Source: an optimization exercise on an open RTL-to-GDS flow (aim: small area). Production flows keep margins and buffers that such runs may drop.
In this exercise RTL edits were held to simulation tests only and were not proved equivalent to the original.
No activity file was given, so power comes from the tool's default toggle rates.

Design generic_fifo, start of the top module:
module generic_fifo #(
    parameter int DEPTH      = 16,
    parameter int COUNT_SIZE = (DEPTH <= 1) ? 1 : $clog2(DEPTH)
) (
    input  logic                  aclk,
    input  logic                  resetn,
    input  logic                  push,
    input  logic                  pop,
    output logic [COUNT_SIZE-1:0] wr_ptr,
    output logic [COUNT_SIZE-1:0] rd_ptr,
    output logic                  full,
    output logic                  empty,
    input  utils_pkg::packet_t    data_in,
    output utils_pkg::packet_t    data_out
);
Size: roughly 180 I/O pins, roughly 0.045 mm² of cells after synthesis.
make LEC_CHECK=0 CAP_MARGIN=0 CORE_MARGIN=2 CORE_UTILIZATION=60 CTS_BUF_LIST=sky130_fd_sc_hd__clkbuf_8 CTS_CLUSTER_DIAMETER=100 CTS_CLUSTER_SIZE=16 SLEW_MARGIN=0 SYNTH_HIERARCHICAL=1 SYNTH_MINIMUM_KEEP_SIZE=0 finish   # period 7.0 ns
run.sh (not shown) runs the stock make flow with config.mk's settings and CLKGATE_MAP_FILE= SYNTH_SCRIPT=/design/flow/synth_recipe.tcl, a recipe that flattens the netlist after the stock synthesis.
Change:
==> flow/flow/run.sh (new file) <==
#!/bin/bash
# The standard layout (the standard.sh, unchanged synthesis) with two changes:
# - the input and output ports are buffered with buf_1 instead of the default cell;
# - clock tree synthesis clusters 16 flip-flops per clkbuf_8 and adds no dummy loads.
set -euo pipefail
export BUFFER_PORTS_ARGS="-buffer_cell sky130_fd_sc_hd__buf_1"
export CTS_ARGS="-sink_clustering_enable -repair_clock_nets -dont_use_dummy_load -buf_list sky130_fd_sc_hd__clkbuf_8 -sink_clustering_size 16 -sink_clustering_max_diameter 100"
bash standard.sh > standard_flow.log 2>&1
==> flow/standard.sh (new file) <==
#!/bin/bash
# synth_recipe.tcl (not shown) runs the flow's synth.tcl, then flattens the netlist and writes it again
# the make line also repeats each setting of config.mk as NAME=value (left out here)
make -C /OpenROAD-flow-scripts/flow DESIGN_CONFIG=/design/flow/config.mk WORK_HOME=/design/flow/orfs CLKGATE_MAP_FILE= SYNTH_SCRIPT=/design/flow/synth_recipe.tcl "${@:-finish}"
Settings changed: CTS_BUF_LIST sky130_fd_sc_hd__clkbuf_8 to unset, CTS_CLUSTER_DIAMETER 100 to unset, CTS_CLUSTER_SIZE 16 to unset.
removed: flow/run.sh
- routed wire length barely changes
- combinational power came out lower by about 6%
- setup slack gets better by 0.26 ns
- clock-buffer cell count came out lower by 3
- clock power came out lower by about 2%
- design area came out lower by 2.7%
- clock skew came out higher by 0.022 ns
- worst hold slack gets worse by 0.012 ns
- power came out lower by 2.5%
- cell count came out lower by 0.38%

* * *

## lane 4
The RTL this note starts from:
==> flow/design.v <==
package utils_pkg;
    typedef enum logic [2:0] {
        ST_IDLE = 3'd0,
        ST_HDR  = 3'd1,
        ST_DATA = 3'd2,
        ST_ERR  = 3'd3,
        ST_DONE = 3'd4
    } state_t;
    typedef struct packed {
        logic [7:0]  header;
        logic [3:0]  opcode;
        logic [63:0] data;
        logic [3:0]  error;
        state_t      m_state;
    } packet_t;
endpackage
module fifo_ptr #(
    parameter int DEPTH      = 16,
    parameter int COUNT_SIZE = (DEPTH <= 1) ? 1 : $clog2(DEPTH)
) (
    input  logic                  aclk,
    input  logic                  resetn,
    input  logic                  adv,
    output logic [COUNT_SIZE-1:0] ptr
);
    always_ff @(posedge aclk or negedge resetn) begin
        if (!resetn)
            ptr <= '0;
        else if (adv)
            ptr <= (ptr == COUNT_SIZE'(DEPTH - 1)) ? '0 : ptr + 1'b1;
    end
endmodule
module fifo_row #(
    parameter int W    = 83,
    parameter bit LAST = 1'b0
) (
    input  logic         aclk,
    input  logic         hold,
    input  logic         shift,
    input  logic         load,
    input  logic [W-1:0] d,
    input  logic [W:0]   nxt,
    output logic [W:0]   q
);
    if (LAST) begin : g_last
        always_ff @(posedge aclk)
            q <= ~((q & {(W+1){hold}}) | ({1'b0, d} & {(W+1){load}}));
    end else begin : g_mid
        always_ff @(posedge aclk)
            q <= ~((q & {(W+1){hold}}) | (nxt & {(W+1){shift}}) | ({1'b0, d} & {(W+1){load}}));
    end
endmodule
module generic_fifo #(
    parameter int DEPTH      = 16,
    parameter int COUNT_SIZE = (DEPTH <= 1) ? 1 : $clog2(DEPTH)
) (
    input  logic                  aclk,
    input  logic                  resetn,
    input  logic                  push,
    input  logic                  pop,
    output logic [COUNT_SIZE-1:0] wr_ptr,
    output logic [COUNT_SIZE-1:0] rd_ptr,
    output logic                  full,
    output logic                  empty,
    input  utils_pkg::packet_t    data_in,
    output utils_pkg::packet_t    data_out
);
    localparam int W = $bits(data_in);
    logic [W:0]            rows [DEPTH+1];
    logic [COUNT_SIZE:0]   count;
    logic [DEPTH:0]        at;           
    logic [DEPTH-1:0]      hold;
    logic [DEPTH-1:0]      shift;
    logic [DEPTH-1:0]      load;
    logic                  do_push;
    logic                  do_pop;
    assign empty    = (count == '0);
    assign full     = (count == (COUNT_SIZE + 1)'(DEPTH));
    assign do_push  = push && (!full || pop);
    assign do_pop   = pop && !empty;
    fifo_ptr #(.DEPTH(DEPTH), .COUNT_SIZE(COUNT_SIZE)) u_wr_ptr (
        .aclk   (aclk),
        .resetn (resetn),
        .adv    (do_push),
        .ptr    (wr_ptr)
    );
    fifo_ptr #(.DEPTH(DEPTH), .COUNT_SIZE(COUNT_SIZE)) u_rd_ptr (
        .aclk   (aclk),
        .resetn (resetn),
        .adv    (do_pop),
        .ptr    (rd_ptr)
    );
    always_ff @(posedge aclk or negedge resetn) begin
        if (!resetn)
            count <= '0;
        else if (do_push != do_pop)
            count <= do_push ? count + 1'b1 : count - 1'b1;
    end
    assign rows[DEPTH] = '0;
    for (genvar i = 0; i < DEPTH; i++) begin : g_slot
        assign at[i]    = (count == (COUNT_SIZE + 1)'(i));
        assign load[i]  = do_push && (do_pop ? at[i+1] : at[i]);
        assign shift[i] = do_pop && !load[i];
        assign hold[i]  = !do_pop && !load[i];
        fifo_row #(.W(W), .LAST(i == DEPTH - 1)) u_row (
            .aclk  (aclk),
            .hold  (hold[i]),
            .shift (shift[i]),
            .load  (load[i]),
            .d     (data_in),
            .nxt   (rows[i+1]),
            .q     (rows[i])
        );
    end
    assign at[DEPTH] = full;
    assign data_out = rows[0][W-1:0] ^ {W{rows[0][W]}};
endmodule
clock: 7.0 ns
lec_check: 0
cap_margin: 20
core_margin: 2
core_utilization: 40
slew_margin: 20
synth_hierarchical: 1
synth_minimum_keep_size: 0
Stock flow here: none of the scripts above is used.
What lane 5 does differently from lane 4 at the input level:
Settings: swapping 40 for 60 in CORE_UTILIZATION.
==> flow/flow/run.sh (new file) <==
#!/bin/bash
# The standard layout (the standard.sh, unchanged synthesis) with two changes:
# - the input and output ports are buffered with buf_1 instead of the default cell;
# - clock tree synthesis clusters 16 flip-flops per clkbuf_8 and adds no dummy loads.
set -euo pipefail
export BUFFER_PORTS_ARGS="-buffer_cell sky130_fd_sc_hd__buf_1"
export CTS_ARGS="-sink_clustering_enable -repair_clock_nets -dont_use_dummy_load -buf_list sky130_fd_sc_hd__clkbuf_8 -sink_clustering_size 16 -sink_clustering_max_diameter 100"
bash standard.sh > standard_flow.log 2>&1
==> flow/standard.sh (new file) <==
#!/bin/bash
# synth_recipe.tcl (not shown) runs the flow's synth.tcl, then flattens the netlist and writes it again
# the make line also repeats each setting of config.mk as NAME=value (left out here)
make -C /OpenROAD-flow-scripts/flow DESIGN_CONFIG=/design/flow/config.mk WORK_HOME=/design/flow/orfs CLKGATE_MAP_FILE= SYNTH_SCRIPT=/design/flow/synth_recipe.tcl "${@:-finish}"
removed: flow/run.sh
==> comparison <==
- Against lane 4, lane 5 comes in about 16% higher on detailed-route vias per instance.
- Diff lane 5..lane 4 | area of the multi-input gates | unchanged
- Sort lane 5 and lane 4 by final cycle utilization of the critical path, descending, and lane 5 comes first.
- Lane 5 ends up with a logic gate share of total power that is 2.0 points higher than in lane 4.
- Compared with lane 4, in lane 5 count of instances resized after the clock tree is built about even, clock skew after layout rose 0.024 ns.

separate check: timing with driven ports:
The results above use ideal ports. As a check the final layouts listed here were re-extracted and re-timed, cells and wires unchanged. Step 1: set_driving_cell puts a clkbuf_16 on aclk and a buf_2 on each other input, an assumption about the parent block. Step 2, shift: input delay + t, output delay - t, t = (earliest + latest rising clock arrival at the registers) / 2. This alone moves slack from input paths to output paths. Three values: ideal, step 1, step 2; two values: the first two.
| run | t, ns | setup slack, ns | worst hold slack (ns) | worst setup path at the end | worst register clock-pin slew, ns |
|---|---|---|---|---|---|
| the first run of note 1 | 0.795 | 1.540 / 1.541 / 1.541 | 0.430 / 0.430 / 0.430 | register to register | 0.10 / 0.10 |
| the second run of note 1 | 0.786 | 1.796 / 1.796 / 1.754 | 0.418 / 0.418 / 0.418 | input to register | 0.11 / 0.11 |
| lane 4 | 0.799 | 2.280 / 2.280 / 1.602 | 0.396 / 0.396 / 0.396 | input to register | 0.06 / 0.06 |
| lane 5 | 0.795 | 2.075 / 2.075 / 1.561 | 0.398 / 0.398 / 0.398 | input to register | 0.10 / 0.10 |
After both steps setup and hold are still met in every run listed. For lane 4, which loses most, drivers alone change the setup slack by 0.000 ns; drivers and shift together by -0.678 ns.
